This design comes from an exercise in tuning for small area, a short achievable clock period and few clock cycles per item on the open sky130 flow, not from production work. Where RTL was checked, it was by simulation tests only, not by an equivalence proof against the original. For runs 4 to 7, only the layout was checked, not whether the RTL still works. No activity file was given, so power comes from the tool's default toggle rates.

File: flow/config.mk
export PLATFORM = sky130hd
export DESIGN_NAME = rect_edge_conditional_median_unit
export DESIGN_NICKNAME = rect_edge_conditional_median_unit
export VERILOG_FILES = /design/flow/design.v
export SDC_FILE = /design/flow/constraint.sdc
export NUM_CORES = 4
export LEC_CHECK = 0
export CAP_MARGIN = 20
export CORE_MARGIN = 2
export CORE_UTILIZATION = 40
export CTS_BUF_LIST = sky130_fd_sc_hd__clkbuf_8
export CTS_CLUSTER_DIAMETER = 80
export CTS_CLUSTER_SIZE = 18
export SETUP_SLACK_MARGIN = 2.0
export SLEW_MARGIN = 20
File: flow/constraint.sdc
create_clock -name core_clock -period 4.5 [get_ports {clk}]
set_input_delay 0.9000 -clock core_clock [delete_from_list [all_inputs] [get_ports {clk}]]
set_output_delay 0.9000 -clock core_clock [all_outputs]
set_load 0.01 [all_outputs]
File: flow/design.v
`default_nettype none
package recm_pkg;
  localparam int IMAGE_SIDE   = 64;
  localparam int FRAME_PIXELS = IMAGE_SIDE * IMAGE_SIDE;
  localparam int LAG          = IMAGE_SIDE + 1;
  localparam int ADV_LAST     = FRAME_PIXELS + IMAGE_SIDE;
  localparam int PIX_W        = 8;
  localparam int CORNER_W     = 6;
  localparam int LEN_W        = 7;
  localparam int CFG_IDX_W    = 3;
  localparam int OQ_DEPTH     = 8;
  typedef logic [PIX_W-1:0] pix_t;
endpackage
`default_nettype wire
`default_nettype none
function automatic logic recm_gt(input logic [7:0] a, input logic [7:0] b);
  logic [7:0] g;
  logic [7:0] e;
  logic [3:0] g2;
  logic [3:0] e2;
  logic [1:0] g4;
  logic [1:0] e4;
  g = a & ~b;
  e = ~(a ^ b);
  for (int i = 0; i < 4; i++) begin
    g2[i] = g[2*i+1] | (e[2*i+1] & g[2*i]);
    e2[i] = e[2*i+1] & e[2*i];
  end
  for (int i = 0; i < 2; i++) begin
    g4[i] = g2[2*i+1] | (e2[2*i+1] & g2[2*i]);
    e4[i] = e2[2*i+1] & e2[2*i];
  end
  recm_gt = g4[1] | (e4[1] & g4[0]);
endfunction
module recm_pair (
  input  wire logic [7:0] a,
  input  wire logic [7:0] b,
  output logic [7:0]      lo,
  output logic [7:0]      hi
);
  always_comb begin
    if (recm_gt(a, b)) begin
      lo = b;
      hi = a;
    end else begin
      lo = a;
      hi = b;
    end
  end
endmodule
module recm_col3 (
  input  wire logic [7:0] plo,
  input  wire logic [7:0] phi,
  input  wire logic [7:0] m,
  output logic [7:0]      lo,
  output logic [7:0]      mid,
  output logic [7:0]      hi
);
  logic below;
  logic above;
  assign below = recm_gt(plo, m);
  assign above = recm_gt(m, phi);
  assign lo  = below ? m : plo;
  assign hi  = above ? m : phi;
  assign mid = below ? plo : (above ? phi : m);
endmodule
module recm_med3 (
  input  wire logic [7:0] a,
  input  wire logic [7:0] b,
  input  wire logic [7:0] c,
  output logic [7:0]      y
);
  logic ab;
  logic ac;
  logic bc;
  assign ab = recm_gt(a, b);
  assign ac = recm_gt(a, c);
  assign bc = recm_gt(b, c);
  always_comb begin
    if (ab == ac) begin
      y = (ab == bc) ? b : c;
    end else begin
      y = a;
    end
  end
endmodule
module recm_clamp (
  input  wire logic [7:0] x,
  input  wire logic [7:0] lo,
  input  wire logic [7:0] hi,
  output logic [7:0]      y
);
  assign y = recm_gt(lo, x) ? lo : (recm_gt(x, hi) ? hi : x);
endmodule
module recm_sort3 (
  input  wire logic [7:0] a,
  input  wire logic [7:0] b,
  input  wire logic [7:0] c,
  output logic [7:0]      lo,
  output logic [7:0]      mid,
  output logic [7:0]      hi
);
  logic ab;
  logic ac;
  logic bc;
  assign ab  = recm_gt(a, b);
  assign ac  = recm_gt(a, c);
  assign bc  = recm_gt(b, c);
  assign lo  = (!ab && !ac) ? a : (bc ? c : b);
  assign hi  = (ab && ac) ? a : (bc ? b : c);
  assign mid = (ab == ac) ? ((ab == bc) ? b : c) : a;
endmodule
`default_nettype wire
`default_nettype none
module rect_edge_conditional_median_unit (
  input  wire logic                              clk,
  input  wire logic                              rst,
  input  wire logic                              push,
  input  wire logic                              mode,
  input  wire logic [recm_pkg::PIX_W-1:0]        pixel_in,
  output logic                                   full,
  output logic                                   empty,
  input  wire logic                              pop,
  output logic [recm_pkg::PIX_W-1:0]             pixel_out,
  output logic                                   frame_last,
  input  wire logic                              cfg_write,
  input  wire logic [recm_pkg::CFG_IDX_W-1:0]    cfg_index,
  input  wire logic [recm_pkg::PIX_W-1:0]        cfg_data
);
  localparam int D = recm_pkg::OQ_DEPTH;
  logic [5:0] cfg_left;
  logic [5:0] cfg_top;
  logic [6:0] cfg_width;
  logic [6:0] cfg_height;
  logic [7:0] cfg_mean;
  always_ff @(posedge clk) begin
    if (rst) begin
      cfg_left   <= '0;
      cfg_top    <= '0;
      cfg_width  <= '0;
      cfg_height <= '0;
      cfg_mean   <= '0;
    end else if (cfg_write) begin
      case (cfg_index)
        3'd0: cfg_left   <= cfg_data[5:0];
        3'd1: cfg_top    <= cfg_data[5:0];
        3'd2: cfg_width  <= cfg_data[6:0];
        3'd3: cfg_height <= cfg_data[6:0];
        3'd4: cfg_mean   <= cfg_data;
        default: begin
        end
      endcase
    end
  end
  logic       full_r;
  logic       acc_r;
  logic       mode_r;
  logic [7:0] pix_r;
  always_ff @(posedge clk) begin
    acc_r  <= push && !full_r && !rst;
    mode_r <= mode;
    pix_r  <= pixel_in;
  end
  logic [11:0] cnt;
  logic        hres;
  logic        ffull;
  logic        adv;
  logic        rb;
  logic        q_last;
  assign adv    = acc_r && (mode_r == ffull);
  assign rb     = adv && hres;
  assign q_last = hres && (cnt == 12'hfff);
  always_ff @(posedge clk) begin
    if (rst) begin
      cnt   <= '0;
      hres  <= 1'b0;
      ffull <= 1'b0;
    end else if (adv) begin
      if (!hres && cnt == 12'(recm_pkg::LAG - 1)) begin
        cnt  <= '0;
        hres <= 1'b1;
      end else if (q_last) begin
        cnt   <= '0;
        hres  <= 1'b0;
        ffull <= 1'b0;
      end else begin
        cnt <= cnt + 12'd1;
        if (hres && cnt == 12'(recm_pkg::FRAME_PIXELS - recm_pkg::LAG - 1)) begin
          ffull <= 1'b1;
        end
      end
    end
  end
  logic [7:0] R [1:64];
  always_ff @(posedge clk) begin
    if (adv) begin
      R[1] <= pix_r;
      for (int k = 2; k <= 64; k++) begin
        R[k] <= R[k-1];
      end
    end
  end
  logic [7:0] F [0:62];
  logic [7:0] res;
  logic       p1_v, p2_v, p3_v, p4_v, p5_v;
  always_ff @(posedge clk) begin
    if (p5_v) begin
      F[0] <= res;
      for (int j = 1; j <= 62; j++) begin
        F[j] <= F[j-1];
      end
    end
  end
  logic [2:0] kin;
  logic [7:0] t2;
  always_ff @(posedge clk) begin
    if (rst) begin
      kin <= '0;
    end else begin
      kin <= kin + 3'(rb) - 3'(p5_v);
    end
  end
  always_comb begin
    case (kin)
      3'd0:    t2 = F[62];
      3'd1:    t2 = F[61];
      3'd2:    t2 = F[60];
      3'd3:    t2 = F[59];
      3'd4:    t2 = F[58];
      default: t2 = F[57];
    endcase
  end
  logic [7:0] sl_row;
  logic [7:0] sl_col;
  always_ff @(posedge clk) begin
    sl_row <= 8'(cfg_top) + 8'(cfg_height);
    sl_col <= 8'(cfg_left) + 8'(cfg_width);
  end
  function automatic logic on_edge(input logic [5:0] v, input logic [5:0] s,
                                   input logic [7:0] sl);
    logic [6:0] d;
    logic [8:0] e;
    d = 7'(v) - 7'(s);
    e = 9'(sl) - 9'(v);
    on_edge = (d == 7'd0) || (d == 7'd1) || (e == 9'd1) || (e == 9'd2);
  endfunction
  logic [7:0] p1_t0, p1_t1, p1_t2, p1_m1, p1_m2, p1_b0, p1_b1, p1_b2;
  logic       p1_band;
  logic       p1_last;
  always_ff @(posedge clk) begin
    if (adv) begin
      p1_t2 <= t2;
      p1_t1 <= p1_t2;
      p1_t0 <= p1_t1;
      p1_m2 <= R[64];
      p1_m1 <= p1_m2;
    end
  end
  always_ff @(posedge clk) begin
    p1_b0   <= R[2];
    p1_b1   <= R[1];
    p1_b2   <= pix_r;
    p1_band <= (cnt[11:6] != 6'd0) && (cnt[11:6] != 6'd63) &&
               (cnt[5:0] != 6'd0) && (cnt[5:0] != 6'd63) &&
               (on_edge(cnt[11:6], cfg_top, sl_row) ||
                on_edge(cnt[5:0], cfg_left, sl_col));
    p1_last <= q_last;
  end
  logic [7:0] c0_lo, c0_hi, a1, m1, h1, a2, m2, h2;
  logic [7:0] p2_a0, p2_h0, p2_a1, p2_m1, p2_h1, p2_a2, p2_m2, p2_h2, p2_c;
  logic       p2_filt;
  logic       p2_last;
  recm_pair  u_col0 (.a(p1_t0), .b(p1_b0), .lo(c0_lo), .hi(c0_hi));
  recm_sort3 u_col1 (.a(p1_t1), .b(p1_m1), .c(p1_b1), .lo(a1), .mid(m1), .hi(h1));
  recm_sort3 u_col2 (.a(p1_t2), .b(p1_m2), .c(p1_b2), .lo(a2), .mid(m2), .hi(h2));
  always_ff @(posedge clk) begin
    p2_a0   <= c0_lo;
    p2_h0   <= c0_hi;
    p2_a1   <= a1;
    p2_m1   <= m1;
    p2_h1   <= h1;
    p2_a2   <= a2;
    p2_m2   <= m2;
    p2_h2   <= h2;
    p2_c    <= p1_m1;
    p2_filt <= p1_band && recm_gt(p1_m1, cfg_mean);
    p2_last <= p1_last;
  end
  logic [7:0] s_lo, s_hi, mx_a, mn_h;
  logic [7:0] p3_a0, p3_h0, p3_A, p3_C, p3_s, p3_t;
  logic       p3_last;
  recm_pair u_pm (.a(p2_m1), .b(p2_m2), .lo(s_lo), .hi(s_hi));
  assign mx_a = recm_gt(p2_a1, p2_a2) ? p2_a1 : p2_a2;
  assign mn_h = recm_gt(p2_h2, p2_h1) ? p2_h1 : p2_h2;
  always_ff @(posedge clk) begin
    p3_a0   <= p2_filt ? p2_a0 : p2_c;
    p3_h0   <= p2_filt ? p2_h0 : p2_c;
    p3_A    <= p2_filt ? mx_a  : p2_c;
    p3_C    <= p2_filt ? mn_h  : p2_c;
    p3_s    <= p2_filt ? s_lo  : p2_c;
    p3_t    <= p2_filt ? s_hi  : p2_c;
    p3_last <= p2_last;
  end
  logic [7:0] x1, y1, x2, y2;
  logic [7:0] p4_A, p4_C, p4_x1, p4_y1, p4_x2, p4_y2;
  logic       p4_last;
  recm_clamp u_x1 (.x(p3_a0), .lo(p3_s), .hi(p3_t), .y(x1));
  recm_clamp u_y2 (.x(p3_h0), .lo(p3_s), .hi(p3_t), .y(y2));
  assign y1 = recm_gt(p3_C, p3_h0) ? p3_h0 : p3_C;
  assign x2 = recm_gt(p3_a0, p3_A) ? p3_a0 : p3_A;
  always_ff @(posedge clk) begin
    p4_A    <= p3_A;
    p4_C    <= p3_C;
    p4_x1   <= x1;
    p4_y1   <= y1;
    p4_x2   <= x2;
    p4_y2   <= y2;
    p4_last <= p3_last;
  end
  logic [7:0] a4, a5;
  logic [7:0] p5_lo, p5_hi;
  logic       p5_last;
  recm_med3 u_a4 (.a(p4_A), .b(p4_x1), .c(p4_y1), .y(a4));
  recm_med3 u_a5 (.a(p4_x2), .b(p4_y2), .c(p4_C), .y(a5));
  always_ff @(posedge clk) begin
    p5_lo   <= a4;
    p5_hi   <= a5;
    p5_last <= p4_last;
  end
  recm_clamp u_res (.x(F[0]), .lo(p5_lo), .hi(p5_hi), .y(res));
  always_ff @(posedge clk) begin
    if (rst) begin
      p1_v <= 1'b0;
      p2_v <= 1'b0;
      p3_v <= 1'b0;
      p4_v <= 1'b0;
      p5_v <= 1'b0;
    end else begin
      p1_v <= rb;
      p2_v <= p1_v;
      p3_v <= p2_v;
      p4_v <= p3_v;
      p5_v <= p4_v;
    end
  end
  logic [3:0]  pend;
  logic        empty_r;
  logic [7:0]  out_pix;
  logic        out_last;
  logic        load;
  logic [7:0]  oldest;
  logic        mk_v;
  logic [3:0]  mk_idx;
  logic        mk_hit;
  assign load   = (pend != 4'd0) && (empty_r || pop);
  assign mk_hit = mk_v && (mk_idx == pend - 4'd1);
  always_comb begin
    case (pend)
      4'd1:    oldest = F[0];
      4'd2:    oldest = F[1];
      4'd3:    oldest = F[2];
      4'd4:    oldest = F[3];
      4'd5:    oldest = F[4];
      4'd6:    oldest = F[5];
      4'd7:    oldest = F[6];
      default: oldest = F[7];
    endcase
  end
  always_ff @(posedge clk) begin
    if (rst) begin
      pend    <= '0;
      empty_r <= 1'b1;
      mk_v    <= 1'b0;
      mk_idx  <= '0;
    end else begin
      pend    <= pend + 4'(p5_v) - 4'(load);
      empty_r <= !load && (empty_r || pop);
      if (p5_v) begin
        mk_idx <= p5_last ? 4'd0 : mk_idx + 4'd1;
      end
      if (p5_v && p5_last) begin
        mk_v <= 1'b1;
      end else if (load && mk_hit) begin
        mk_v <= 1'b0;
      end
    end
  end
  always_ff @(posedge clk) begin
    if (load) begin
      out_pix  <= oldest;
      out_last <= mk_hit;
    end
  end
  assign empty      = empty_r;
  assign pixel_out  = out_pix;
  assign frame_last = out_last;
  logic [3:0] owed;
  logic [3:0] owed_base;
  logic [3:0] owed_up;
  logic [3:0] owed_dn;
  logic       take;
  logic       give;
  assign owed_base = owed - 4'(acc_r && !rb);
  assign owed_up   = owed_base + 4'd1;
  assign owed_dn   = owed_base - 4'd1;
  assign take      = push && !full_r;
  assign give      = pop && !empty_r;
  always_ff @(posedge clk) begin
    if (rst) begin
      owed   <= '0;
      full_r <= 1'b0;
    end else begin
      case ({take, give})
        2'b10: begin
          owed   <= owed_up;
          full_r <= (owed_up >= 4'(D + 1));
        end
        2'b01: begin
          owed   <= owed_dn;
          full_r <= (owed_dn >= 4'(D + 1));
        end
        default: begin
          owed   <= owed_base;
          full_r <= (owed_base >= 4'(D + 1));
        end
      endcase
    end
  end
  assign full = full_r;
endmodule
`default_nettype wire
File: flow/run.sh
#!/bin/bash
# synth_recipe.tcl (not shown) runs the flow's synth.tcl, then flattens the netlist and writes it again
# the make line also repeats each setting of config.mk as NAME=value (left out here)
make -C /OpenROAD-flow-scripts/flow DESIGN_CONFIG=/design/flow/config.mk WORK_HOME=/design/flow/orfs CLKGATE_MAP_FILE= SYNTH_SCRIPT=/design/flow/synth_recipe.tcl finish
==> results.yml, run 1 <==
power:
  p_sw_share_pct: 24.7
  intPower_w: 0.0176
  comb_power_share_pct: 12.4
  ir_drop_mv: 0.317
  power_frac_seq_pct: 62.5
  pwr-share-clk_pct: 25.2
  p_switching_w: 0.00578
  p_leak_nw: 18.9
  p_per_area_nw_per_um2: 431
route:
  ant_nets: 0
  routed_wl_um: 80200
  vias_per_cell: 4.75
  drcViolationCount: 0
  drt_iter0_drc: 2031
  vias: 22900
  drt_pass1_iterations: 5
  wl_per_cell_um: 16.7
die:
  die_width_um: 356
  die_area_um2: 127000
  row_count: 129
  die_h_um: 356
  coreArea_um2: 123000
  pin_count: 36
  start_util_pct: 40.1
clock_tree:
  root_buffer: "clkbuf_8"
  clockBufferDepth: 3
  htreeDepth: 3
  cts_buffers: 89
  cts_tree: "built"
  worstSkewPairLatency_ns: 0.79
  clock_sinks: 1377
  clkTransAtPathRegs_ns: 0.12
placed_design:
  gp_congestion: 0.813
  pre_cts_ws_ns: 1.56
  placed_cells: 4610
  hpwlAfterDp_um: 49700
  port_buffers: 35
global_routing:
  grt_max_degree: 190
  grt_pass1_vias: 22000
  grt.total_usage_pct: 12.7
  grt-ovfl-total: 0
  antenna_found_initial: 4
  grt_pass1_wl_um: 126000
yosys:
  synth_xor_area_share_pct: 1.01
  ys_warn_count: 9
  synth_fa_ha_area_share_pct: 6.44
  dominantRegCellSynth: "edfxtp_1"
  synth_simple_gate_area_share_pct: 4.28
  synth_top_family_by_area: "adder cells"
  synth_cells: 2978
  ys_ff_latch: 1377
  yosys.cell_types.count: 68
  syn-num-nets: 3253
  synth_compound_area_share_pct: 4.95
  syn_area_um2: 49500
  ys_seq_area_share_pct: 77.2
  async_flop_share_pct: 0
  syn_avg_cell_area_um2: 16.6
  synth_edf_count: 1065
  muxShareOfSynthArea_pct: 4.10
timing:
  finalMaxSlewViolations: 0
  setup-violations-final: 0
  post-route-min-period_ns: 2.43
  relSlewSlack_pct: 29.0
  final-hold-violation-count: 0
  tightest_slew_ns: 1.05
  layout_setup_ws_ns: 2.07
  fin_setup_tns_ns: 0
  max_freq_mhz: 412
  finalCritPeriodShare_pct: 54.0
  rsz0062_at_grt: "yes"
  fin_hold_ws_ns: 0.301
  final.setup_skew_ns: 0.0590
run:
  max_cap_viol_count: 0
finish:
  final_util_pct: 44.0
  fin_cells: 4816
  largest_reg_flops: 512
  mostFrequentLayoutCells: "1065 x edfxtp_1, 303 x dfxtp_1, 244 x inv_1"
  final_common_cell: "edfxtp_1"
  reg_top3: "R (512), F (504), cnt (12)"
  max_flop_register: "R"
  fin_nets: 3389
  drive_gt1_share_pct: 10.4
  nFillCells: 10900
  syn2layout_area_growth_pct: 9.56
worst_hold_path:
  hold_class: "flop to flop"
critical_path:
  cp_max_fo: 7
  crit_type: "flop to flop"
  required_ns: 5.09
  cp.arrival_ns: 3.02
  worstSetupStartpointType: "flop"
  crit_path_end_kind: "flop"
run_status:
  run_status: "finished clean"
[timing repair]
| action | in CTS | in global routing |
|---|---|---|
| resized for setup | 39 | 48 |
| pin swaps | 6 | 12 |
| setup endpoints to repair | 109 | 132 |
| hold buffers | 0 | 0 |
| buffers inserted | 15 | 35 |
[layer usage]
metal / up-vias / global-route usage, % / wire [um]
met5: - / 0 / 0
met4: 0 / 3.75 / 1720
met3: 128 / 2.28 / 3290
met2: 337 / 18.4 / 34600
met1: 11200 / 19.3 / 40700
li1: 11200 / - / -
[through the flow]
| step | power (W) | instance area (um2) |
|---|---|---|
| floorplan | 0.0167 | 49500 |
| global placement | 0.0175 | 51900 |
| detailed placement | 0.0175 | 51900 |
| CTS | 0.0236 | 53700 |
| global route | 0.0246 | 54200 |
| finish | 0.0234 | 54200 |
[kinds of logic after synthesis]
kind of cell,Yosys count
mux,189
xor+xnor,47
compound gates,395
flops,1377
fa+ha+maj,250
simple gates,464
buf+inv,256
[power by group through the flow]
stage	clock network [W]	logic (W)	registers (W)
3_5_place_dp	0	0.00264	0.0149
4_1_cts	0.00621	0.00273	0.0146
3_3_place_gp	0	0.00261	0.0149
5_1_grt	0.00665	0.00323	0.0147
2_1_floorplan	0	0.00195	0.0148
6_report	0.00588	0.00289	0.0146
[synthesized netlist by cell type, types with 3 or more instances]
cell type / instances / share of area (%)
edfxtp_1: 1065 / 65
dfxtp_1: 312 / 13
ha_1: 242 / 6.1
inv_1: 196 / 1.5
nand2_1: 168 / 1.3
nor2_1: 161 / 1.2
a21oi_1: 152 / 1.5
mux2i_1: 114 / 2.3
o21ai_0: 85 / 0.86
mux2_2: 69 / 1.6
clkbuf_1: 43 / 0.33
xnor2_1: 33 / 0.58
nor2b_1: 26 / 0.33
o21ai_1: 22 / 0.22
a22oi_1: 20 / 0.30
nor3_1: 19 / 0.19
nand2b_1: 18 / 0.23
o21a_1: 17 / 0.26
a21o_1: 15 / 0.23
nand4_1: 15 / 0.19
o21bai_1: 13 / 0.20
a211oi_1: 12 / 0.18
nand3_1: 11 / 0.11
nand4b_1: 11 / 0.19
a221o_1: 10 / 0.20
o21ai_2: 9 / 0.16
a222oi_1: 8 / 0.16
fa_1: 8 / 0.32
xor2_1: 8 / 0.14
and3_1: 7 / 0.088
buf_1: 7 / 0.053
o41a_1: 6 / 0.14
nand3b_1: 5 / 0.076
or3_1: 5 / 0.063
buf_2: 4 / 0.040
mux4_2: 4 / 0.18
xor2_4: 4 / 0.22
a221oi_1: 3 / 0.053
a41oi_1: 3 / 0.053
and3b_1: 3 / 0.053
buf_6: 3 / 0.068
o211ai_1: 3 / 0.045
[worst paths after layout]
check	from	to	slack (ns)	cells after the start
worst max-delay path	p2_a2[1]	p3_A[0]	2.07	9
worst min register to register	pix_r[6]	p1_b2[6]	0.30	0
worst max register to register	p2_a2[1]	p3_A[0]	2.07	9
worst min-delay path	pix_r[6]	p1_b2[6]	0.30	0
[critical path, stage by stage (launching register included)]
cell and delay, ns:
dfxtp_1 0.38, inv_1 0.06, ha_1 0.27, nand2_1 0.06
o21bai_1 0.15, a21o_1 0.15, a41oi_1 0.22, o21ai_4 0.35
mux2i_1 0.43, a21oi_1 0.17
[layout make-up]
class	instances	area (um2)	area share [%]
antenna	1	2.50	0.00461
tap	1637	2050	3.78
timing repair buffer	103	977	1.80
multi-input combinational	1345	10600	19.5
clock buffer	91	1250	2.31
clock inverter	64	373	0.687
inverter	198	743	1.37
sequential	1377	38200	70.5
Testbench counts, summed over its fixed seeds: cycles 33,320, items 32,768.
==> run 2, diff against run 1 <==
--- a/flow/config.mk
+++ b/flow/config.mk
@@ -8,8 +8,8 @@
 export CAP_MARGIN = 20
 export CORE_MARGIN = 2
 export CORE_UTILIZATION = 40
-export CTS_BUF_LIST = sky130_fd_sc_hd__clkbuf_8
-export CTS_CLUSTER_DIAMETER = 80
-export CTS_CLUSTER_SIZE = 18
-export SETUP_SLACK_MARGIN = 2.0
+export CTS_BUF_LIST = sky130_fd_sc_hd__clkbuf_16
+export CTS_CLUSTER_DIAMETER = 100
+export CTS_CLUSTER_SIZE = 30
+export SETUP_SLACK_MARGIN = 2.35
 export SLEW_MARGIN = 20
==> run 2 against run 1 <==
Still clean on timing, DRC and antenna. Setup slack better by 0.048 ns. Core utilization up 2.0 points. Clock skew down 0.011 ns. First-iteration DRC count down 8.5%. Sequential power about the same. Non-clock buffer count up 76. Critical path type unchanged. Largest power group unchanged.
==> results.yml, run 2 <==
yosys:
  synth_edf_count: 1065
  ys_ff_latch: 1377
  yosysTopAreaCell: "edfxtp_1"
  syn-num-nets: 3253
  ys_warn_count: 9
  syn_avg_cell_area_um2: 16.6
  synthTopCellsByCount: "1065 x edfxtp_1, 312 x dfxtp_1, 242 x ha_1, 196 x inv_1, 168 x nand2_1"
  yosysTopAreaCellShare_pct: 64.6
  async_flop_share_pct: 0
  synth_cells: 2978
  ys_seq_area_share_pct: 77.2
  ys_top_cells_by_area: "edfxtp_1 65%, dfxtp_1 13%, ha_1 6.1%, mux2i_1 2.3%, mux2_2 1.6%"
  yosysMostFrequentCell: "edfxtp_1"
  syn_area_um2: 49500
  dominantRegCellSynth: "edfxtp_1"
  yosys.cell_types.count: 68
finish:
  syn2layout_area_growth_pct: 14.6
  nFillCells: 10700
  final_util_pct: 46.0
  mostFrequentLayoutCells: "1065 x edfxtp_1, 263 x dfxtp_1, 205 x inv_1"
  reg_top3: "R (512), F (504), cnt (12)"
  fin_nets: 3435
  final_common_cell: "edfxtp_1"
  max_flop_register: "R"
  largest_reg_flops: 512
  drive_gt1_share_pct: 19.0
  antenna_cells: 0
critical_path:
  critical-path-max-stage-delay_ns: 0.46
  reg2reg_depth: 12
  cp_num_buf_inv: 2
  crit_path_end_kind: "flop"
  worstPathCellList: "ha_1 -> nand2_1 -> o21bai_1 -> a21o_1 -> a21o_1 -> a21oi_2 -> nor2b_2 -> o21a_1 -> ha_4 -> buf_12 -> buf_6 -> o21ai_4"
  worstSetupStartpointType: "flop"
  cp_top_family: "compound AO/OA/AOI/OAI gates"
  path_common_cell: "a21o_1"
  regToRegEndpoint: "p2_m2[1]"
  crit_type: "flop to flop"
  cp_max_fo: 7
  cpMaxStageDelayCell: "edfxtp_1"
  required_ns: 5.14
  rrSetupSlack_ns: 2.12
  r2r-start: "p1_t2[1]"
  cp.arrival_ns: 3.02
global_routing:
  globalRoute.busiestLayer: "met1"
  grt_use_met3_pct: 1.63
  grt-ovfl-total: 0
  grt.total_usage_pct: 12.9
  grt_pass1_wl_um: 129000
  antenna_found_initial: 1
  use_met2_pct: 19.2
  grt_pass1_vias: 22300
  grt_max_degree: 189
  met1_usage_pct: 19.9
power:
  p_sw_share_pct: 24.7
  p_switching_w: 0.00612
  intPower_w: 0.0186
  comb_power_share_pct: 15.3
  power_frac_seq_pct: 59.2
  p_leak_nw: 19.6
  ir_drop_mv: 0.374
  p_per_area_nw_per_um2: 436
  pwr-share-clk_pct: 25.5
timing:
  final-hold-violation-count: 0
  setup-violations-final: 0
  post-route-min-period_ns: 2.38
  finalCritPeriodShare_pct: 52.9
  fin_hold_ws_ns: 0.331
  finalMaxSlewViolations: 0
  rsz0062_at_grt: "yes"
  relSlewSlack_pct: 25.3
  final.setup_skew_ns: 0.0476
  max_freq_mhz: 420
  tightest_slew_ns: 1.12
clock_tree:
  cts_tree: "built"
  postCtsHoldBufs: 0
  worstSkewPairLatency_ns: 0.70
  cts_buffers: 56
  root_buffer: "clkbuf_16"
  clockBufferDepth: 3
  clock_sinks: 1377
  htreeDepth: 2
  clkTransAtPathRegs_ns: 0.12
route:
  routed_wl_um: 83200
  drt_pass1_iterations: 9
  ant_nets: 0
  vias: 23300
  vias_per_cell: 4.81
  drcViolationCount: 0
  wl_per_cell_um: 17.2
  drt_iter0_drc: 1859
worst_hold_path:
  holdPathEnd: "p5_last"
  holdPathStages: 0
  hold_start: "p4_last"
  hold_class: "flop to flop"
die:
  die_area_um2: 127000
  pin_count: 36
  start_util_pct: 40.1
  die_h_um: 356
  row_count: 129
  coreArea_um2: 123000
  die_width_um: 356
placed_design:
  gp_congestion: 0.803
  port_buffers: 35
  hpwlAfterDp_um: 49600
run_status:
  run_status: "finished clean"
run:
  max_cap_viol_count: 0
run 2: cell counts after synthesis:
No cell type changed its count.
run 2: kinds of logic after synthesis:
group                    count (synthesis)  synth area share, %
AO/OA/AOI/OAI                          395                 4.95
flip-flops                            1377                 77.2
XOR/XNOR                                47                 1.01
AND/OR/NAND/NOR                        464                 4.28
adder cells (fa/ha/maj)                250                 6.44
multiplexers                           189                 4.10
buffers and inverters                  256                 2.00
run 2: timing repair:
item,CTS,global route
endpoints found under the hold margin,0,0
setup endpoints to repair,496,629
setup buffers,95,30
gates cloned,3,3
gates resized for setup,319,212
pin swaps,125,87
run 2: worst max-delay path by stage:
stage | start | end | slack [ns] | cells past startpoint
floorplan | p5_v | kin[2] | -0.78 | 8
global placement | pop | pend[3] | 1.53 | 10
detailed placement | pop | pend[3] | 1.58 | 10
CTS | p1_t2[1] | p2_a2[0] | 2.16 | 11
global route | p1_t2[1] | p2_m2[1] | 2.04 | 12
finish | p1_t2[1] | p2_m2[1] | 2.12 | 12
run 2: final cells by class:
cell class / count / area, um2 / share of cell area (%)
multi-input combinational: 1348 / 12000 / 21.1
clock buffer: 58 / 1450 / 2.56
sequential: 1377 / 38300 / 67.5
tap: 1637 / 2050 / 3.61
timing repair buffer: 179 / 1850 / 3.26
clock inverter: 48 / 350 / 0.617
inverter: 198 / 778 / 1.37
run 2: per-layer routing:
layer / vias up / wire length [um] / part of all wire, %
li1: 11300 / - / -
met1: 11600 / 42000 / 51
met2: 319 / 36900 / 44
met3: 88 / 2710 / 3.3
met4: 0 / 1500 / 1.8
met5: - / 0 / 0
run 2: power by group through the flow:
stage / clock, W / sequential (W) / combinational [W]
final: 0.00631 / 0.0147 / 0.00380
after CTS: 0.00663 / 0.0146 / 0.00334
after global routing: 0.00699 / 0.0147 / 0.00417
after floorplan: 0 / 0.0148 / 0.00195
after global placement: 0 / 0.0149 / 0.00261
after detailed placement: 0 / 0.0149 / 0.00266
run 2: through the flow:
stage / cells / TNS [ns] / power (W) / area (um2) / setup slack, ns
finish: 4845 / 0 / 0.0248 / 56800 / 2.12
detailed placement: 4608 / 0 / 0.0176 / 51900 / 1.58
floorplan: 2978 / -3.43 / 0.0167 / 49500 / -0.782
global route: 4845 / 0 / 0.0259 / 56800 / 2.04
global placement: 4608 / 0 / 0.0175 / 51900 / 1.53
CTS: 4812 / 0 / 0.0246 / 55600 / 2.16
==> run 3, diff against run 2 <==
--- a/flow/config.mk
+++ b/flow/config.mk
@@ -11,5 +11,5 @@
 export CTS_BUF_LIST = sky130_fd_sc_hd__clkbuf_16
 export CTS_CLUSTER_DIAMETER = 100
 export CTS_CLUSTER_SIZE = 30
-export SETUP_SLACK_MARGIN = 2.35
+export SETUP_SLACK_MARGIN = 2.0
 export SLEW_MARGIN = 20
==> run 3 against run 2 <==
Still clean. Flip-flop and latch count unchanged. Via count shrank 2.5%. Clock skew rose by 0.013 ns. Synthesized area is the same. Non-clock buffer count decreased by 77. Critical path type unchanged. Largest power group unchanged. Highest routed layer unchanged.
==> results.yml, run 3 <==
yosys:
  yosysTopAreaCellShare_pct: 64.6
  yosysMostFrequentCell: "edfxtp_1"
  synth_cells: 2978
  synthTopCellsByCount: "1065 x edfxtp_1, 312 x dfxtp_1, 242 x ha_1, 196 x inv_1, 168 x nand2_1"
  ys_seq_area_share_pct: 77.2
  ys_ff_latch: 1377
  synth_edf_count: 1065
  syn-num-nets: 3253
  ys_warn_count: 9
  dominantRegCellSynth: "edfxtp_1"
  async_flop_share_pct: 0
  ys_top_cells_by_area: "edfxtp_1 65%, dfxtp_1 13%, ha_1 6.1%, mux2i_1 2.3%, mux2_2 1.6%"
  yosysTopAreaCell: "edfxtp_1"
  yosys.cell_types.count: 68
  syn_avg_cell_area_um2: 16.6
  syn_area_um2: 49500
finish:
  antenna_cells: 0
  reg_top3: "R (512), F (504), cnt (12)"
  fin_nets: 3354
  final_common_cell: "edfxtp_1"
  fin_cells: 4763
  mostFrequentLayoutCells: "1065 x edfxtp_1, 302 x dfxtp_1, 233 x ha_1"
  largest_reg_flops: 512
  syn2layout_area_growth_pct: 9.76
  drive_gt1_share_pct: 9.21
  final_util_pct: 44.1
  nFillCells: 10900
  max_flop_register: "R"
global_routing:
  grt_max_degree: 190
  globalRoute.busiestLayer: "met1"
  grt_pass1_wl_um: 125000
  grt-ovfl-total: 0
  antenna_found_initial: 3
  grt_pass1_vias: 21600
  grt.total_usage_pct: 12.4
  met1_usage_pct: 19.3
  grt_use_met3_pct: 1.76
  use_met2_pct: 18.3
clock_tree:
  cts_tree: "built"
  postCtsHoldBufs: 0
  worstSkewPairLatency_ns: 0.72
  clkTransAtPathRegs_ns: 0.11
  clockBufferDepth: 3
  cts_buffers: 55
  htreeDepth: 2
  clock_sinks: 1377
  root_buffer: "clkbuf_16"
critical_path:
  cp_max_fo: 6
  crit_cells: 13
  r2r-start: "ffull"
  cp_num_buf_inv: 1
  required_ns: 5.11
  cpMaxStageDelayCell: "dfxtp_2"
  worstPathCellList: "xnor2_2 -> and3_4 -> nor2b_1 -> ha_1 -> ha_4 -> inv_1 -> ha_1 -> nand2b_1 -> a21boi_0 -> o21ai_0 -> o21ai_0 -> a21oi_1 -> a221oi_1"
  cp.arrival_ns: 3.04
  crit_type: "flop to flop"
  worstSetupStartpointType: "flop"
  crit_path_end_kind: "flop"
  critical-path-max-stage-delay_ns: 0.35
  reg2reg_depth: 13
  cp_top_family: "adder cells"
  worstSetupStartpoint: "ffull"
timing:
  finalCritPeriodShare_pct: 53.9
  finalMaxSlewViolations: 0
  final-hold-violation-count: 0
  tightest_slew_ns: 1.06
  fin_hold_ws_ns: 0.331
  setup-violations-final: 0
  relSlewSlack_pct: 28.3
  rsz0062_at_grt: "yes"
  max_freq_mhz: 413
  post-route-min-period_ns: 2.42
  final.setup_skew_ns: 0.0601
route:
  routed_wl_um: 79700
  drt_pass1_iterations: 6
  drcViolationCount: 0
  drt_iter0_drc: 2165
  vias_per_cell: 4.77
  wl_per_cell_um: 16.7
  ant_nets: 0
  vias: 22700
die:
  die_area_um2: 127000
  pin_count: 36
  row_count: 129
  start_util_pct: 40.1
  die_h_um: 356
  coreArea_um2: 123000
  die_width_um: 356
run_status:
  run_status: "finished clean"
placed_design:
  port_buffers: 35
  gp_congestion: 0.813
  hpwlAfterDp_um: 49700
  placed_cells: 4610
power:
  p_leak_nw: 18.9
  ir_drop_mv: 0.344
  p_per_area_nw_per_um2: 436
worst_hold_path:
  holdPathStages: 0
  hold_class: "flop to flop"
  hold_start: "p3_last"
run:
  max_cap_viol_count: 0
==> run 3: cell count changes in the layout (fill, tap and decap cells not counted), moves of 29 or more <==
| cell | before | now |
|---|---|---|
| dfxtp_2 | 37 | 8 |
| nand2_1 | 130 | 168 |
| nand2_2 | 29 | 0 |
| o21ai_0 | 43 | 83 |
| ha_4 | 37 | 5 |
| dfxtp_1 | 263 | 302 |
| a21oi_1 | 116 | 145 |
| buf_4 | 89 | 52 |
| ha_1 | 202 | 233 |
==> run 3: cell families (layout without fill, tap and decap cells) <==
kind of cell | after synthesis | count (layout) | share of synthesized area [%]
adders and majority gates | 250 | 250 | 6.44
muxes | 189 | 189 | 4.10
buffers and inverters | 256 | 404 | 2.00
and+or+nand+nor | 464 | 464 | 4.28
xor gates and xnor gates | 47 | 47 | 1.01
AOI/OAI and AO/OA | 395 | 395 | 4.95
DFF | 1377 | 1377 | 77.2
==> run 3: layout make-up <==
cell class | count | area [um2] | share of cell area, %
clock buffers | 55 | 1380 | 2.53
clock inverters | 49 | 334 | 0.615
inverters | 198 | 747 | 1.37
multi-input cells | 1345 | 10600 | 19.5
flip-flops and latches | 1377 | 38200 | 70.4
well taps | 1637 | 2050 | 3.77
repair buffers | 102 | 1000 | 1.84
==> run 3: what timing repair did <==
action,in CTS,in global routing
pin swaps,6,11
endpoints found under the setup margin,113,143
gates resized for setup,30,53
buffers inserted,12,37
==> run 3: worst register-to-register path, delay by kind of cell, from the launching register on <==
family | cells | cell delay [ns]
xor+xnor | 1 | 0.17
fa+ha+maj | 3 | 0.73
buf+inv | 1 | 0.07
flops | 1 | 0.35
compound gates | 5 | 0.68
simple gates | 3 | 0.36
==> run 3: stage by stage <==
step	setup slack, ns	area [um2]	TNS (ns)	total power (W)
2_1_floorplan	-0.782	49500	-3.43	0.0167
3_3_place_gp	1.56	51900	0	0.0175
3_5_place_dp	1.56	51900	0	0.0175
4_1_cts	1.81	53800	0	0.0238
5_1_grt	1.90	54300	0	0.0248
6_report	2.08	54300	0	0.0237
==> run 3: path summary, 6_finish.rpt <==
kind / to / slack [ns]
worst min register to register: p4_last / 0.33
worst max-delay path: full_r / 2.08
worst max register to register: full_r / 2.08
worst min-delay path: p4_last / 0.33
==> run 3: metal layers <==
layer | vias to the layer above | wire (um)
li1 | 11100 | -
met1 | 11200 | 40500
met2 | 317 | 34800
met3 | 85 | 2730
met4 | 0 | 1710
met5 | - | 0
==> run 3: where the power goes <==
part | leakage [nW] | switching (W) | internal, W
Clock | 0.949 | 0.00381 | 0.00234
Sequential | 11.9 | 0.000338 | 0.0143
Combinational | 6.06 | 0.00159 | 0.00133
Total | 18.9 | 0.00574 | 0.0179
==> run 4, diff against run 3 <==
--- a/flow/design.v
+++ b/flow/design.v
@@ -244,7 +244,8 @@
     e = 9'(sl) - 9'(v);
     on_edge = (d == 7'd0) || (d == 7'd1) || (e == 9'd1) || (e == 9'd2);
   endfunction
-  logic [7:0] p1_t0, p1_t1, p1_t2, p1_m1, p1_m2, p1_b0, p1_b1, p1_b2;
+  logic [7:0] p1_t0, p1_t1, p1_t2, p1_m1, p1_m2;
+  logic       p1_adv;
   logic       p1_band;
   logic       p1_last;
   always_ff @(posedge clk) begin
@@ -257,31 +258,38 @@
     end
   end
   always_ff @(posedge clk) begin
-    p1_b0   <= R[2];
-    p1_b1   <= R[1];
-    p1_b2   <= pix_r;
+    if (rst) begin
+      p1_adv <= 1'b0;
+    end else begin
+      p1_adv <= adv;
+    end
+  end
+  always_ff @(posedge clk) begin
     p1_band <= (cnt[11:6] != 6'd0) && (cnt[11:6] != 6'd63) &&
                (cnt[5:0] != 6'd0) && (cnt[5:0] != 6'd63) &&
                (on_edge(cnt[11:6], cfg_top, sl_row) ||
                 on_edge(cnt[5:0], cfg_left, sl_col));
     p1_last <= q_last;
   end
-  logic [7:0] c0_lo, c0_hi, a1, m1, h1, a2, m2, h2;
+  logic [7:0] c0_lo, c0_hi, a2, m2, h2;
   logic [7:0] p2_a0, p2_h0, p2_a1, p2_m1, p2_h1, p2_a2, p2_m2, p2_h2, p2_c;
   logic       p2_filt;
   logic       p2_last;
-  recm_pair  u_col0 (.a(p1_t0), .b(p1_b0), .lo(c0_lo), .hi(c0_hi));
-  recm_sort3 u_col1 (.a(p1_t1), .b(p1_m1), .c(p1_b1), .lo(a1), .mid(m1), .hi(h1));
-  recm_sort3 u_col2 (.a(p1_t2), .b(p1_m2), .c(p1_b2), .lo(a2), .mid(m2), .hi(h2));
+  recm_pair  u_col0 (.a(p1_t0), .b(R[3]), .lo(c0_lo), .hi(c0_hi));
+  recm_sort3 u_col2 (.a(p1_t2), .b(p1_m2), .c(R[1]), .lo(a2), .mid(m2), .hi(h2));
+  always_ff @(posedge clk) begin
+    if (p1_adv) begin
+      p2_a2 <= a2;
+      p2_m2 <= m2;
+      p2_h2 <= h2;
+      p2_a1 <= p2_a2;
+      p2_m1 <= p2_m2;
+      p2_h1 <= p2_h2;
+    end
+  end
   always_ff @(posedge clk) begin
     p2_a0   <= c0_lo;
     p2_h0   <= c0_hi;
-    p2_a1   <= a1;
-    p2_m1   <= m1;
-    p2_h1   <= h1;
-    p2_a2   <= a2;
-    p2_m2   <= m2;
-    p2_h2   <= h2;
     p2_c    <= p1_m1;
     p2_filt <= p1_band && recm_gt(p1_m1, cfg_mean);
     p2_last <= p1_last;
==> run 4 against run 3 <==
Still clean. Core utilization up 0.35 points. Hold slack better by 0.0080 ns. Setup slack worse by 0.074 ns. Via count down 4.2%. Flip-flop and latch count down 23. Non-clock buffer count up 10. Synthesized area down 1.7%. Largest cell class unchanged.
==> results.yml, run 4 <==
finish:
  drive_gt1_share_pct: 9.42
  final_common_cell: "edfxtp_1"
  syn2layout_area_growth_pct: 9.75
  final_util_pct: 44.4
  antenna_cells: 0
  fin_area_um2: 53400
  max_flop_register: "R"
  fin_nets: 3181
  nFillCells: 10400
  largest_reg_flops: 512
  reg_top3: "R (512), F (504), cnt (12)"
  mostFrequentLayoutCells: "1113 x edfxtp_1, 233 x dfxtp_1, 216 x inv_1"
yosys:
  async_flop_share_pct: 0
  yosysTopAreaCell: "edfxtp_1"
  ys_seq_area_share_pct: 78.6
  ys_ff_latch: 1354
  synth_edf_count: 1113
  synthTopCellsByCount: "1113 x edfxtp_1, 241 x dfxtp_1, 219 x ha_1, 186 x inv_1"
  ys_warn_count: 9
  synth_cells: 2817
  ys_top_cells_by_area: "edfxtp_1 69%, dfxtp_1 9.9%, ha_1 5.6%, mux2i_1 2.3%, mux2_2 1.5%"
  yosys.cell_types.count: 73
  yosysMostFrequentCell: "edfxtp_1"
  syn-num-nets: 3069
  syn_avg_cell_area_um2: 17.3
  syn_area_um2: 48700
  dominantRegCellSynth: "edfxtp_1"
  yosysTopAreaCellShare_pct: 68.6
die:
  coreArea_um2: 120000
  row_count: 127
  pin_count: 36
  start_util_pct: 40.5
  die_width_um: 353
  die_area_um2: 125000
  die_h_um: 353
critical_path:
  rrSetupSlack_ns: 2.00
  required_ns: 5.09
  cp.arrival_ns: 3.09
  regToRegEndpoint: "full_r"
  worstSetupStartpointType: "flop"
  r2r-start: "ffull"
  crit_type: "flop to flop"
  cp_max_fo: 6
  crit_path_end_kind: "flop"
  reg2reg_depth: 10
route:
  ant_nets: 0
  wl_per_cell_um: 16.4
  vias: 21800
  vias_per_cell: 4.75
  routed_wl_um: 75100
  drcViolationCount: 0
  drt_pass1_iterations: 5
  drt_iter0_drc: 1607
global_routing:
  grt_max_degree: 198
  grt_pass1_vias: 20800
  antenna_found_initial: 7
  grt_pass1_wl_um: 117000
  grt-ovfl-total: 0
  grt.total_usage_pct: 11.7
clock_tree:
  cts_tree: "built"
  root_buffer: "clkbuf_16"
  clockBufferDepth: 3
  cts_buffers: 53
  htreeDepth: 2
  clkTransAtPathRegs_ns: 0.12
  clock_sinks: 1354
  worstSkewPairLatency_ns: 0.69
power:
  p_per_area_nw_per_um2: 430
  p_switching_w: 0.00535
  ir_drop_mv: 0.361
  p_sw_share_pct: 23.3
  comb_power_share_pct: 11.3
  pwr-share-clk_pct: 25.9
  p_leak_nw: 18.2
  intPower_w: 0.0176
  p_total_w: 0.0230
  power_frac_seq_pct: 62.8
placed_design:
  pre_cts_ws_ns: 1.50
  place_area_um2: 51100
  gp_congestion: 0.742
  port_buffers: 35
  hpwlAfterDp_um: 46000
timing:
  finalCritPeriodShare_pct: 55.5
  post-route-min-period_ns: 2.50
  layout_setup_ws_ns: 2.00
  fin_hold_ws_ns: 0.339
  relSlewSlack_pct: 27.8
  finalMaxSlewViolations: 0
  setup-violations-final: 0
  max_freq_mhz: 400
  final-hold-violation-count: 0
  rsz0062_at_grt: "yes"
  tightest_slew_ns: 1.08
  final.setup_skew_ns: 0.0437
run_status:
  run_status: "finished clean"
worst_hold_path:
  hold_start: "p1_last"
  holdPathEnd: "p2_last"
  hold_class: "flop to flop"
  holdPathStages: 0
run:
  max_cap_viol_count: 0
-- run 4: changes by cell type in the layout (fill, tap and decap cells not counted), sizes merged, moves of 4 or more --
cell    previous run  this run
dfxtp            312       241
edfxtp          1065      1113
nand2            168       133
o21ai            118        83
ha               242       219
nor2             161       143
inv              239       222
buf               68        78
a21oi            152       145
xnor2             33        40
a22o               0         6
mux4               4         0
nand3b             5         1
xor2              14        10
-- run 4: power by group through the flow --
stage / Sequential [W] / Combinational (W) / Clock (W)
floorplan: 0.0146 / 0.00169 / 0
global placement: 0.0147 / 0.00229 / 0
detailed placement: 0.0147 / 0.00231 / 0
CTS: 0.0145 / 0.00238 / 0.00624
global route: 0.0145 / 0.00288 / 0.00663
finish: 0.0144 / 0.00259 / 0.00595
-- run 4: stage by stage --
stage,instances,TNS (ns)
after floorplan,2817,-3.42
after global placement,4425,0
after detailed placement,4425,0
after CTS,4535,0
after global routing,4584,0
final,4584,0
-- run 4: routing by layer --
metal | up-vias | track usage [%] | part of all wire, %
met5 | - | 0 | 0
met2 | 269 | 17.7 | 44
li1 | 10700 | - | -
met3 | 89 | 1.80 | 3.8
met4 | 0 | 2.68 | 1.8
met1 | 10800 | 17.8 | 50
-- run 4: cell families after synthesis --
kind of cell             synth area share [%]
flip-flops                               78.6
AO/OA/AOI/OAI                            4.72
adder cells (fa/ha/maj)                  5.96
XOR/XNOR                                 1.08
buffers and inverters                    1.94
AND/OR/NAND/NOR                          3.85
multiplexers                             3.90
-- run 4: worst max path at each step --
stage,startpoint,to
after floorplan,p5_v,kin[1]
after global placement,pop,pend[3]
after detailed placement,pop,pend[3]
after CTS,ffull,full_r
after global routing,ffull,full_r
final,ffull,full_r
-- run 4: worst max-delay path: stages (launching register included) --
cell and delay (ns):
dfxtp_1 0.35, xnor2_2 0.19, and3_4 0.29, nor2b_2 0.07, ha_1 0.21, xnor2_2 0.19, inv_1 0.14, ha_1 0.25
nor4b_1 0.15, or3_1 0.32, o32ai_1 0.26
-- run 4: area by class of cell --
cell class	instances	area (um2)	share of cell area, %
Sequential cell	1354	38300	71.6
Multi-Input combinational cell	1221	9730	18.2
Timing Repair Buffer	112	1060	1.98
Clock buffer	54	1350	2.53
Clock inverter	44	277	0.518
Inverter	187	732	1.37
Tap cell	1612	2020	3.77
-- run 4: repair_timing --
item | in CTS | in global routing
setup endpoints to repair | 95 | 224
pin swaps | 4 | 17
setup buffers | 12 | 49
gates resized for setup | 37 | 34
hold buffers | 0 | 0
==> run 5, diff against run 4 <==
--- a/flow/config.mk
+++ b/flow/config.mk
@@ -11,5 +11,5 @@
 export CTS_BUF_LIST = sky130_fd_sc_hd__clkbuf_16
 export CTS_CLUSTER_DIAMETER = 100
 export CTS_CLUSTER_SIZE = 30
-export SETUP_SLACK_MARGIN = 2.0
+export SETUP_SLACK_MARGIN = 1.8
 export SLEW_MARGIN = 20
==> run 5 against run 4 <==
Synthesized area did not move. Final cell count is 1.1% lower. Still clean. Largest power group unchanged. Combinational power decreased by 9.3%. Fmax down 4.2%. Count of clock-buffer cells in the layout is 1 higher. Setup slack lost 0.11 ns. Sequential share of layout area rose by 0.80 points. Global-route usage up 0.056 points. Critical endpoint unchanged. Clock power increased by 0.7%.
==> results.yml, run 5 <==
run_status:
  run_status: "finished clean"
timing:
  rsz0062_at_grt: "yes"
  setup-violations-final: 0
  relSlewSlack_pct: 28.9
  tightest_slew_ns: 1.05
  max_freq_mhz: 383
  final-hold-violation-count: 0
  finalMaxSlewViolations: 0
  fin_setup_tns_ns: 0
  finalCritPeriodShare_pct: 58.0
  final.setup_skew_ns: 0.0371
  post-route-min-period_ns: 2.61
route:
  wl_per_cell_um: 16.4
  drt_pass1_iterations: 6
  vias: 21500
  vias_per_cell: 4.75
  drt_iter0_drc: 1794
  routed_wl_um: 74600
  ant_nets: 0
  drcViolationCount: 0
finish:
  largest_reg_flops: 512
  fin_nets: 3128
  syn2layout_area_growth_pct: 8.50
  drive_gt1_share_pct: 6.92
  final_util_pct: 43.9
  final_common_cell: "edfxtp_1"
  mostFrequentLayoutCells: "1113 x edfxtp_1, 239 x dfxtp_1, 220 x inv_1"
  max_flop_register: "R"
  antenna_cells: 0
  reg_top3: "R (512), F (504), cnt (12)"
critical_path:
  crit_type: "flop to flop"
  reg2reg_depth: 10
  cp_max_fo: 6
  required_ns: 5.08
  crit_path_end_kind: "flop"
  worstSetupStartpointType: "flop"
  cp.arrival_ns: 3.19
yosys:
  syn-num-nets: 3069
  ys_warn_count: 9
  yosysMostFrequentCell: "edfxtp_1"
  async_flop_share_pct: 0
  yosys.cell_types.count: 73
  syn_area_um2: 48700
  ys_top_cells_by_area: "edfxtp_1 69%, dfxtp_1 9.9%, ha_1 5.6%, mux2i_1 2.3%, mux2_2 1.5%"
  ys_ff_latch: 1354
  syn_avg_cell_area_um2: 17.3
  synth_cells: 2817
  synthTopCellsByCount: "1113 x edfxtp_1, 241 x dfxtp_1, 219 x ha_1, 186 x inv_1"
  yosysTopAreaCellShare_pct: 68.6
  yosysTopAreaCell: "edfxtp_1"
  synth_edf_count: 1113
  dominantRegCellSynth: "edfxtp_1"
  ys_seq_area_share_pct: 78.6
clock_tree:
  postCtsHoldBufs: 0
  root_buffer: "clkbuf_16"
  cts_tree: "built"
  clock_sinks: 1354
  worstSkewPairLatency_ns: 0.69
  clkTransAtPathRegs_ns: 0.10
  htreeDepth: 2
  cts_buffers: 53
  clockBufferDepth: 3
die:
  die_width_um: 353
  die_h_um: 353
  pin_count: 36
  coreArea_um2: 120000
  row_count: 127
  start_util_pct: 40.5
  die_area_um2: 125000
power:
  intPower_w: 0.0175
  ir_drop_mv: 0.331
  p_sw_share_pct: 23.2
  p_per_area_nw_per_um2: 431
  p_switching_w: 0.00529
  pwr-share-clk_pct: 26.3
  power_frac_seq_pct: 63.4
  p_leak_nw: 17.9
  comb_power_share_pct: 10.3
global_routing:
  grt_max_degree: 161
  grt_pass1_wl_um: 117000
  grt-ovfl-total: 0
  antenna_found_initial: 2
  grt_pass1_vias: 20500
  grt.total_usage_pct: 11.8
placed_design:
  gp_congestion: 0.755
  port_buffers: 35
  hpwlAfterDp_um: 46700
worst_hold_path:
  hold_class: "flop to flop"
  holdPathStages: 0
run:
  max_cap_viol_count: 0
## run 5: cell counts after synthesis
Identical to the previous run, type by type.
## run 5: through the flow
stage / setup slack [ns] / hold slack (ns) / std cells / power [W] / area, um2
floorplan: -0.650 / 0.310 / 2817 / 0.0163 / 48700
global placement: 1.55 / 0.313 / 4429 / 0.0170 / 51100
detailed placement: 1.56 / 0.313 / 4429 / 0.0170 / 51100
CTS: 1.74 / 0.336 / 4529 / 0.0231 / 52700
global route: 1.69 / 0.345 / 4533 / 0.0238 / 52800
finish: 1.89 / 0.337 / 4533 / 0.0228 / 52800
## run 5: worst paths after layout
path              startpoint  endpoint  slack, ns
setup / recovery       ffull    full_r       1.89
hold / removal       p4_last   p5_last       0.34
setup reg to reg       ffull    full_r       1.89
hold reg to reg      p4_last   p5_last       0.34
## run 5: worst max-delay path: stages (launching register included)
cell and delay, ns:
dfxtp_1 0.34, xnor2_1 0.21, and3_4 0.30, nor2b_2 0.08
ha_1 0.21, xnor2_2 0.25, inv_2 0.12, ha_1 0.25
nor4b_1 0.15, or3_1 0.32, o32ai_1 0.29
## run 5: power by group through the flow
stage / Sequential (W) / Clock [W] / Combinational, W
after floorplan: 0.0146 / 0 / 0.00169
after global placement: 0.0147 / 0 / 0.00229
after detailed placement: 0.0147 / 0 / 0.00232
after CTS: 0.0145 / 0.00630 / 0.00234
after global routing: 0.0145 / 0.00669 / 0.00263
final: 0.0144 / 0.00599 / 0.00235
## run 5: area by class of cell
| class | count | area [um2] |
|---|---|---|
| fillers | 10500 | 67500 |
| flip-flops and latches | 1354 | 38300 |
| multi-input cells | 1221 | 9580 |
| well taps | 1612 | 2020 |
| clock buffers | 55 | 1380 |
| inverters | 187 | 728 |
| repair buffers | 59 | 599 |
| clock inverters | 45 | 277 |
## run 5: cells by family after synthesis
logic type,after synthesis,share of synthesized area [%]
AOI/OAI and AO/OA,360,4.72
xor gates and xnor gates,50,1.08
buffers and inverters,242,1.94
muxes,181,3.90
adders and majority gates,227,5.96
and+or+nand+nor,403,3.85
DFF,1354,78.6
## run 5: what timing repair did
item                                    in CTS  in global routing
endpoints found under the setup margin      20                206
gates resized for setup                      5                 15
buffers inserted                             0                  4
pin swaps                                    0                  2
## run 5: layer usage
metal | track usage, % | share of wire [%] | up-vias
li1 | - | - | 10600
met2 | 17.4 | 44 | 247
met1 | 18.3 | 51 | 10600
met5 | 0 | 0 | -
met4 | 2.76 | 1.8 | 0
met3 | 1.74 | 3.3 | 78
==> run 6, diff against run 5 <==
--- a/flow/design.v
+++ b/flow/design.v
@@ -403,33 +403,39 @@
   assign pixel_out  = out_pix;
   assign frame_last = out_last;
   logic [3:0] owed;
-  logic [3:0] owed_base;
-  logic [3:0] owed_up;
-  logic [3:0] owed_dn;
+  logic [3:0] owed_m2;
+  logic [3:0] owed_m1;
+  logic [3:0] owed_p1;
   logic       take;
   logic       give;
-  assign owed_base = owed - 4'(acc_r && !rb);
-  assign owed_up   = owed_base + 4'd1;
-  assign owed_dn   = owed_base - 4'd1;
-  assign take      = push && !full_r;
-  assign give      = pop && !empty_r;
+  logic       nores;
+  assign owed_m2 = owed - 4'd2;
+  assign owed_m1 = owed - 4'd1;
+  assign owed_p1 = owed + 4'd1;
+  assign take    = push && !full_r;
+  assign give    = pop && !empty_r;
+  assign nores   = acc_r && !rb;
   always_ff @(posedge clk) begin
     if (rst) begin
       owed   <= '0;
       full_r <= 1'b0;
     end else begin
-      case ({take, give})
-        2'b10: begin
-          owed   <= owed_up;
-          full_r <= (owed_up >= 4'(D + 1));
+      case ({take, give, nores})
+        3'b100: begin
+          owed   <= owed_p1;
+          full_r <= (owed >= 4'(D));
         end
-        2'b01: begin
-          owed   <= owed_dn;
-          full_r <= (owed_dn >= 4'(D + 1));
+        3'b000, 3'b110, 3'b101: begin
+          owed   <= owed;
+          full_r <= (owed >= 4'(D + 1));
+        end
+        3'b010, 3'b001, 3'b111: begin
+          owed   <= owed_m1;
+          full_r <= (owed >= 4'(D + 2));
         end
         default: begin
-          owed   <= owed_base;
-          full_r <= (owed_base >= 4'(D + 1));
+          owed   <= owed_m2;
+          full_r <= (owed >= 4'(D + 3));
         end
       endcase
     end
--- a/flow/config.mk
+++ b/flow/config.mk
@@ -11,5 +11,5 @@
 export CTS_BUF_LIST = sky130_fd_sc_hd__clkbuf_16
 export CTS_CLUSTER_DIAMETER = 100
 export CTS_CLUSTER_SIZE = 30
-export SETUP_SLACK_MARGIN = 1.8
+export SETUP_SLACK_MARGIN = 2.0
 export SLEW_MARGIN = 20
==> run 6 against run 5 <==
Register-to-register slack hardly changed. Design area is 1.1% higher. Via count up 3.8%. Combinational power decreased by 3%. Core utilization increased by 0.55 points. Total power shrank 2.2%. Sequential share of layout area down 0.78 points. Clock power decreased by 3%. Critical path type is now input port to flop. Largest cell class unchanged.
==> results.yml, run 6 <==
yosys:
  syn_avg_cell_area_um2: 17.4
  async_flop_share_pct: 0
  syn_area_um2: 48600
  dominantRegCellSynth: "edfxtp_1"
  synth_cells: 2792
  syn-num-nets: 3042
  ys_warn_count: 9
  ys_seq_area_share_pct: 78.8
  ys_top_cells_by_area: "edfxtp_1 69%, dfxtp_1 9.9%, ha_1 5.6%, mux2i_1 2.2%, mux2_2 1.6%"
  yosys.cell_types.count: 73
  synth_edf_count: 1113
  ys_ff_latch: 1354
  yosysMostFrequentCell: "edfxtp_1"
  synthTopCellsByCount: "1113 x edfxtp_1, 241 x dfxtp_1, 216 x ha_1, 178 x inv_1, 138 x nor2_1"
  yosysTopAreaCell: "edfxtp_1"
  yosysTopAreaCellShare_pct: 68.8
die:
  row_count: 127
  die_h_um: 352
  die_width_um: 352
  start_util_pct: 40.4
  die_area_um2: 124000
  coreArea_um2: 120000
  pin_count: 36
power:
  p_leak_nw: 18.2
  p_per_area_nw_per_um2: 417
  ir_drop_mv: 0.309
placed_design:
  gp_congestion: 0.832
  hpwlAfterDp_um: 48100
  port_buffers: 35
  pre_cts_ws_ns: 0.523
timing:
  fin_hold_ws_ns: 0.342
  max_freq_mhz: 383
  final-hold-violation-count: 0
  layout_setup_ws_ns: 1.89
  finalMaxSlewViolations: 0
  finalCritPeriodShare_pct: 57.9
  rsz0062_at_grt: "yes"
  final.setup_skew_ns: 0.0334
  post-route-min-period_ns: 2.61
  setup-violations-final: 0
  relSlewSlack_pct: 32.4
  tightest_slew_ns: 1.01
finish:
  drive_gt1_share_pct: 10.3
  max_flop_register: "R"
  nFillCells: 10400
  largest_reg_flops: 512
  mostFrequentLayoutCells: "1113 x edfxtp_1, 231 x dfxtp_1, 208 x inv_1, 208 x ha_1, 136 x nor2_1"
  final_common_cell: "edfxtp_1"
  reg_top3: "R (512), F (504), cnt (12)"
  fin_nets: 3156
  syn2layout_area_growth_pct: 10.0
  antenna_cells: 0
route:
  vias: 22300
  wl_per_cell_um: 17.1
  drt_pass1_iterations: 5
  ant_nets: 0
  routed_wl_um: 77900
  drt_iter0_drc: 1917
  drcViolationCount: 0
  vias_per_cell: 4.90
critical_path:
  required_ns: 5.02
  worstSetupStartpointType: "input port"
  cp.arrival_ns: 3.13
  crit_type: "input port to flop"
  reg2reg_depth: 12
  cp_max_fo: 5
  crit_path_end_kind: "flop"
clock_tree:
  clkTransAtPathRegs_ns: 0.10
  clock_sinks: 1354
  postCtsHoldBufs: 0
  worstSkewPairLatency_ns: 0.68
  cts_buffers: 52
  clockBufferDepth: 3
  root_buffer: "clkbuf_16"
  htreeDepth: 2
  cts_tree: "built"
global_routing:
  grt.total_usage_pct: 12.2
  grt_pass1_vias: 22100
  grt_pass1_wl_um: 123000
  grt_max_degree: 203
  antenna_found_initial: 3
  grt-ovfl-total: 0
worst_hold_path:
  hold_class: "flop to flop"
  holdPathStages: 0
run:
  max_cap_viol_count: 0
run_status:
  run_status: "finished clean"
## run 6: changes by cell type after synthesis, moves of 6 or more
| cell | change |
|---|---|
| inv_1 | -8 |
| xor2_1 | +8 |
| nand2_1 | -8 |
| a221oi_1 | +6 |
| a21oi_1 | -14 |
| xnor2_1 | -10 |
## run 6: path summary, 6_finish.rpt
| kind | end | slack, ns | startpoint |
|---|---|---|---|
| setup / recovery | owed[3] | 1.89 | push |
| hold / removal | p3_last | 0.34 | p2_last |
| setup reg to reg | owed[3] | 1.90 | mode_r |
| hold reg to reg | p3_last | 0.34 | p2_last |
## run 6: layout make-up
cell class / count / area [um2] / share of cell area (%)
repair buffers: 115 / 1100 / 2.06
flip-flops and latches: 1354 / 38300 / 71.6
clock inverters: 43 / 246 / 0.461
clock buffers: 53 / 1330 / 2.48
well taps: 1612 / 2020 / 3.78
inverters: 180 / 706 / 1.32
multi-input cells: 1203 / 9760 / 18.3
## run 6: kinds of logic after synthesis
family                     Yosys count  share of synthesized area, %
xor gates and xnor gates            46                         0.976
adders and majority gates          225                          5.94
and+or+nand+nor                    394                          3.71
muxes                              182                          3.97
AOI/OAI and AO/OA                  355                          4.76
buffers and inverters              236                          1.90
DFF                               1354                          78.8
## run 6: critical path: stages
cell and delay, ns:
clkdlybuf4s50_1 0.53, nor2b_4 0.23, nand2_2 0.09, o21a_2 0.16, ha_4 0.22, a21o_1 0.20, a21oi_4 0.19, nor3_1 0.06
a21oi_1 0.21, a21oi_2 0.10, xnor2_1 0.17, nor2_1 0.05
## run 6: where the power goes
group | switching, W | internal, W
clock | 0.00358 | 0.00222
combinational | 0.00124 | 0.00103
sequential | 0.000251 | 0.0140
total | 0.00507 | 0.0172
## run 6: through the flow
stage	util, %	instance area, um2	total power (W)	setup TNS [ns]	cells
floorplan	-	48600	0.0158	-3.56	2792
global placement	42.4	50900	0.0164	0	4395
detailed placement	42.4	50900	0.0165	0	4395
CTS	43.9	52700	0.0223	0	4503
global route	44.5	53400	0.0232	0	4560
finish	44.5	53400	0.0223	0	4560
## run 6: repair_timing
item | CTS | global route
pin swaps | 0 | 27
gates cloned | 0 | 2
setup buffers | 12 | 55
hold endpoints to repair | 0 | 0
resized for setup | 31 | 66
endpoints found under the setup margin | 93 | 111
## run 6: routing by layer
layer  wire [um]  vias to the layer above  track usage (%)  part of all wire [%]
li1            -                    10600                -                     -
met1       36600                    11200             17.4                    47
met2       36600                      386             19.7                    47
met3        3170                      120             1.67                   4.1
met4        1570                        0             2.91                   2.0
met5           0                        -                0                     0
==> run 7, diff against run 6 <==
--- a/flow/config.mk
+++ b/flow/config.mk
@@ -7,7 +7,7 @@
 export LEC_CHECK = 0
 export CAP_MARGIN = 20
 export CORE_MARGIN = 2
-export CORE_UTILIZATION = 40
+export CORE_UTILIZATION = 60
 export CTS_BUF_LIST = sky130_fd_sc_hd__clkbuf_16
 export CTS_CLUSTER_DIAMETER = 100
 export CTS_CLUSTER_SIZE = 30
==> run 7 against run 6 <==
Hold slack worse by 0.0059 ns. Flip-flop and latch count unchanged. Clock power down 3%. Synthesized area unchanged. Core utilization up 21 points. Total power down 0.87%. First-iteration DRC count down 8.7%. Routed wire length down 2.3%. Final cell count down 12%. Critical path depth unchanged. Fmax up 1.4%. Largest power group unchanged.
==> results.yml, run 7 <==
yosys:
  synthTopCellsByCount: "1113 x edfxtp_1, 241 x dfxtp_1, 216 x ha_1, 178 x inv_1, 138 x nor2_1"
  yosys.cell_types.count: 73
  synth_simple_gate_area_share_pct: 3.71
  ys_seq_area_share_pct: 78.8
  yosysTopAreaCellShare_pct: 68.8
  synth_edf_count: 1113
  ys_warn_count: 9
  syn_area_um2: 48600
  synth_cells: 2792
  ys_ff_latch: 1354
  ys_top_cells_by_area: "edfxtp_1 69%, dfxtp_1 9.9%, ha_1 5.6%, mux2i_1 2.2%, mux2_2 1.6%"
  yosysTopAreaCell: "edfxtp_1"
  syn_avg_cell_area_um2: 17.4
  syn-num-nets: 3042
  dominantRegCellSynth: "edfxtp_1"
placed_design:
  port_buffers: 35
  placed_cells: 3844
  hpwlAfterDp_um: 47300
  place_area_um2: 50200
critical_path:
  reg2reg_depth: 12
  r2r-start: "ffull"
  cp.arrival_ns: 3.09
  worstSetupStartpointType: "flop"
  required_ns: 5.02
  crit_type: "flop to flop"
route:
  dr_wl_met2_um: 34300
  drt_pass1_iterations: 7
  met3_length_um: 3710
  drt_iter0_drc: 1751
  top_layer_used: "met5"
  wl_per_cell_um: 19.0
  drcViolationCount: 0
  routed_wl_um: 76100
global_routing:
  grt.total_usage_pct: 18.3
  grt_max_degree: 217
  grt-ovfl-total: 0
timing:
  finalMaxSlewViolations: 0
  fin_hold_ws_ns: 0.336
  finalCritPeriodShare_pct: 57.2
  final-hold-violation-count: 0
  relSlewSlack_pct: 35.5
  tightest_slew_ns: 0.968
  post-route-min-period_ns: 2.57
  rsz0062_at_grt: "yes"
clock_tree:
  clock_sinks: 1354
  cts_tree: "built"
  worstSkewPairLatency_ns: 0.66
  clockBufferDepth: 3
  htreeDepth: 2
  postCtsHoldBufs: 0
  clkTransAtPathRegs_ns: 0.12
die:
  coreArea_um2: 80300
  start_util_pct: 60.5
  die_area_um2: 83200
  die_width_um: 289
  pin_count: 36
  row_count: 104
  die_h_um: 289
finish:
  fin_cells: 3995
  drive_gt1_share_pct: 9.78
  mostFrequentLayoutCells: "1113 x edfxtp_1, 230 x dfxtp_1, 207 x inv_1"
  largest_reg_flops: 512
  reg_top3: "R (512), F (504), cnt (12)"
  fin_nets: 3141
  final_util_pct: 65.5
run:
  max_cap_viol_count: 0
power:
  ir_drop_mv: 0.478
  p_total_w: 0.0221
worst_hold_path:
  hold_class: "flop to flop"
  holdPathStages: 0
run_status:
  run_status: "finished clean"
==> run 7: cell counts after synthesis <==
Identical to the previous run, type by type.
==> run 7: per-layer routing <==
| metal | track usage (%) | vias up |
|---|---|---|
| met5 | 0 | - |
| met4 | 4.02 | 2 |
| met3 | 2.87 | 91 |
| met2 | 27.5 | 434 |
| met1 | 28.6 | 11000 |
| li1 | - | 10600 |
==> run 7: area by class of cell <==
class | count | area [um2]
flip-flops and latches | 1354 | 38300
fillers | 5483 | 27700
multi-input cells | 1203 | 9740
well taps | 1060 | 1330
clock buffers | 52 | 1300
repair buffers | 101 | 1050
inverters | 180 | 712
clock inverters | 44 | 211
diodes | 1 | 2.50
==> run 7: cells by family (layout without fill, tap and decap cells) <==
group,count (synthesis),count (layout)
flops,1354,1354
compound gates,355,356
xor+xnor,46,46
other cells,0,1
buf+inv,236,377
simple gates,394,394
fa+ha+maj,225,225
mux,182,182
==> run 7: worst max path at each step <==
| stage | startpoint | end | cells past startpoint | slack, ns |
|---|---|---|---|---|
| finish | ffull | owed[3] | 12 | 1.93 |
| global route | ffull | owed[3] | 12 | 1.79 |
| CTS | pop | owed[3] | 13 | 1.68 |
| detailed placement | pop | owed[3] | 13 | 0.79 |
| global placement | pop | owed[3] | 13 | 0.92 |
| floorplan | p5_v | kin[2] | 8 | -0.78 |
==> run 7: metrics by stage <==
step                setup TNS [ns]  setup WS (ns)
floorplan                    -3.56         -0.776
global placement                 0          0.922
detailed placement               0          0.789
CTS                              0           1.68
global route                     0           1.79
finish                           0           1.93
==> run 7: timing repair <==
| action | CTS | global route |
|---|---|---|
| cloned | 1 | 1 |
| endpoints found under the setup margin | 69 | 108 |
| buffers inserted | 18 | 33 |
| resized for setup | 29 | 58 |
| pin swaps | 3 | 21 |
==> run 7: power by group <==
part	total, W	switching (W)	internal [W]
clock	0.00565	0.00347	0.00218
sequential	0.0142	0.000261	0.0140
combinational	0.00222	0.00119	0.00102
total	0.0221	0.00492	0.0172
==> run 7: critical path, cell delays in order, from the launching register on <==
cell and delay (ns):
dfxtp_2 0.38, xnor2_4 0.16, a21boi_4 0.35, xor2_2 0.12, o21a_1 0.22, ha_1 0.28, a21o_1 0.20, a21oi_2 0.21
nor3_2 0.06, a21oi_1 0.14, a21oi_1 0.09, xnor2_1 0.17, nor2_1 0.05

Check on run 7: ideal ports give 1.927 ns setup slack; a clkbuf_16 on the clock port and buf_2 on the inputs give 1.927 ns; moving port delays by the midpoint clock arrival (0.709 ns) as well gives 1.262 ns.
